Source: an optimization exercise on an open RTL-to-GDS flow (aim: small area, a short achievable clock period and few clock cycles per item). Production flows keep margins and buffers that such runs may drop. In this exercise RTL edits were held to simulation tests only and were not proved equivalent to the original.

P:
Design instr_exec_seq, start of the top module:
module instr_exec_seq
#(
  parameter int DIV_EN = 1
) (
  input  logic         clk,
  input  logic         reset_n,
  input  logic         start,
  input  instr_register_pkg::address_t     start_addr,
  input  logic [5:0]   count,
  output instr_register_pkg::address_t     read_pointer,
  input  instr_register_pkg::instruction_t instruction_word,
  output logic         busy,
  output logic         done,
  output logic         res_valid,
  input  logic         res_ready,
  output instr_register_pkg::address_t     res_addr,
  output instr_register_pkg::opcode_t      res_opcode,
  output instr_register_pkg::result_t      res_value,
  output logic         res_err
);
Size: roughly 2000 cells after synthesis, ~230 I/O pins.
==> flow/config.mk <==
export PLATFORM = sky130hd
export DESIGN_NAME = instr_exec_seq
export DESIGN_NICKNAME = instr_exec_seq
export VERILOG_FILES = /design/flow/design.v
export SDC_FILE = /design/flow/constraint.sdc
export NUM_CORES = 8
export LEC_CHECK = 0
export CAP_MARGIN = 20
export CORE_MARGIN = 2
export CORE_UTILIZATION = 50
export CTS_BUF_LIST = sky130_fd_sc_hd__clkbuf_4 sky130_fd_sc_hd__clkbuf_8
export PLACE_DENSITY = 0.65
export SLEW_MARGIN = 20
==> flow/constraint.sdc <==
create_clock -name core_clock -period 240.0 [get_ports {clk}]
set_input_delay 48.0000 -clock core_clock [delete_from_list [all_inputs] [get_ports {clk}]]
set_output_delay 48.0000 -clock core_clock [all_outputs]
set_load 0.01 [all_outputs]
standard.sh (not shown) runs the stock make flow with config.mk's settings and CLKGATE_MAP_FILE= SYNTH_SCRIPT=/design/flow/synth_recipe.tcl, a recipe that flattens the netlist after the stock synthesis.
==> flow/flow/run.sh <==
#!/bin/bash
set -euo pipefail
bash standard.sh "BUFFER_PORTS_ARGS=-buffer_cell sky130_fd_sc_hd__buf_1" finish > flow_make.log 2>&1
Testbench counts of P, summed over its fixed seeds: cycles 19,239, items 6,353.
The inputs of Q differ from those of P as listed below.
- CTS_BUF_LIST no longer set, was sky130_fd_sc_hd__clkbuf_4 sky130_fd_sc_hd__clkbuf_8
--- outcome ---
Cell count of the worst hold path: Q vs P identical. Comparing P and Q, the lower insertion delay of the later-clocked pin in the worst-skew pair was measured on Q. There was hardly any difference in via density per instance between Q and P. Number of global-route vias before repair: Q > P. The wire length of the first global-routing pass of Q and that of P are within noise of each other. Reported for P and Q, mux cell area share after synthesis turned out identical to the last digit. Summary of Q over P: wire length stayed essentially flat, global-route usage was more or less identical, number of antenna violations at the first check in global routing rose 1. From Q to P, simple logic cell fraction of the synthesized area did not move at all.
The following lists how R was set up differently from Q:
- CTS_BUF_LIST now sky130_fd_sc_hd__clkbuf_8 sky130_fd_sc_hd__clkbuf_16, previously not set
## What came out
- On clock distribution area overhead in the final layout, R and Q are neck and neck.
- Measured against each other, R and Q differ in smallest setup slack after layout, the higher figure coming from Q.
- Looking at R and Q, the fraction of standard cell area in multi-input logic is a wash.
- Synthesized cell count came out exactly the same in R and Q.
- Cmp R vs Q: minimum period implied by the final worst setup slack higher in R


instr_exec_seq, a different RTL version from the one above (not shown whole).
Size: about 2200 cells after synthesis, roughly 17000 um^2 of cells after synthesis.
Settings: LEC_CHECK=0, ABC_AREA=1, CAP_MARGIN=20, CORE_MARGIN=2, CORE_UTILIZATION=50, PLACE_DENSITY=0.65, SLEW_MARGIN=20; clock period 240.0 ns.
Scripts as last shown in full above: flow/flow/run.sh
Testbench counts at the start, summed over its fixed seeds: cycles 17,563, items 6,353.
Then changed:
--- a/flow/config.mk
+++ b/flow/config.mk
@@ -7,7 +7,6 @@
 export LEC_CHECK = 0
-export ABC_AREA = 1
 export CAP_MARGIN = 20
 export CORE_MARGIN = 2
-export CORE_UTILIZATION = 50
-export PLACE_DENSITY = 0.65
+export CORE_UTILIZATION = 35
+export PLACE_DENSITY = 0.5
 export SLEW_MARGIN = 20
Result: Register-to-register slack degrades by 1.5 ns. Worst hold slack degrades by 0.024 ns. Wire length went up by 8.1%.
Then changed:
--- a/flow/config.mk
+++ b/flow/config.mk
@@ -9,4 +9,4 @@
 export CORE_MARGIN = 2
-export CORE_UTILIZATION = 35
-export PLACE_DENSITY = 0.5
+export CORE_UTILIZATION = 70
+export PLACE_DENSITY = 0.8
 export SLEW_MARGIN = 20
The changed run produced a clean layout. Non-clock buffer count goes down by 2. Utilization goes up by 38 points. Synthesized area is unchanged. First-iteration DRC count goes up by 64%. Register-to-register slack gets better by 0.08 ns. Worst hold slack gets better by 0.035 ns.

## re-timing with driven ports
Ports are ideal in the flow. The routed layouts listed here were re-timed in OpenROAD.
Step 1 (the two cells are an assumption about what drives the block):
set clk [get_ports {clk}]
set_driving_cell -lib_cell sky130_fd_sc_hd__clkbuf_16 $clk
set_driving_cell -lib_cell sky130_fd_sc_hd__buf_2 [delete_from_list [all_inputs] $clk]
Step 2 adds t to the input delays and takes it off the output delays; t is the mean of the earliest and latest rising clock arrival at the registers after step 1. Input paths then give back, and output paths get back, about the clock's delay inside the block.
a / b / c = ideal / step 1 / step 2; a / b = the first two.
run | t (ns) | slack for setup (ns) | worst hold slack (ns)
P | 0.558 | 190.443 / 190.409 / 189.920 | 0.492 / 0.492 / 0.492
Q | 0.510 | 190.399 / 190.435 / 189.926 | 0.489 / 0.489 / 0.489
R | 0.506 | 190.395 / 190.431 / 189.924 | 0.488 / 0.488 / 0.488
the first run of note 2 | 0.518 | 190.578 / 190.521 / 190.326 | 0.520 / 0.520 / 0.520
the second run of note 2 | 0.552 | 190.379 / 190.318 / 189.856 | 0.496 / 0.496 / 0.496
the third run of note 2 | 0.502 | 190.378 / 190.330 / 189.898 | 0.532 / 0.532 / 0.532
After both steps setup and hold are still met in every run listed.
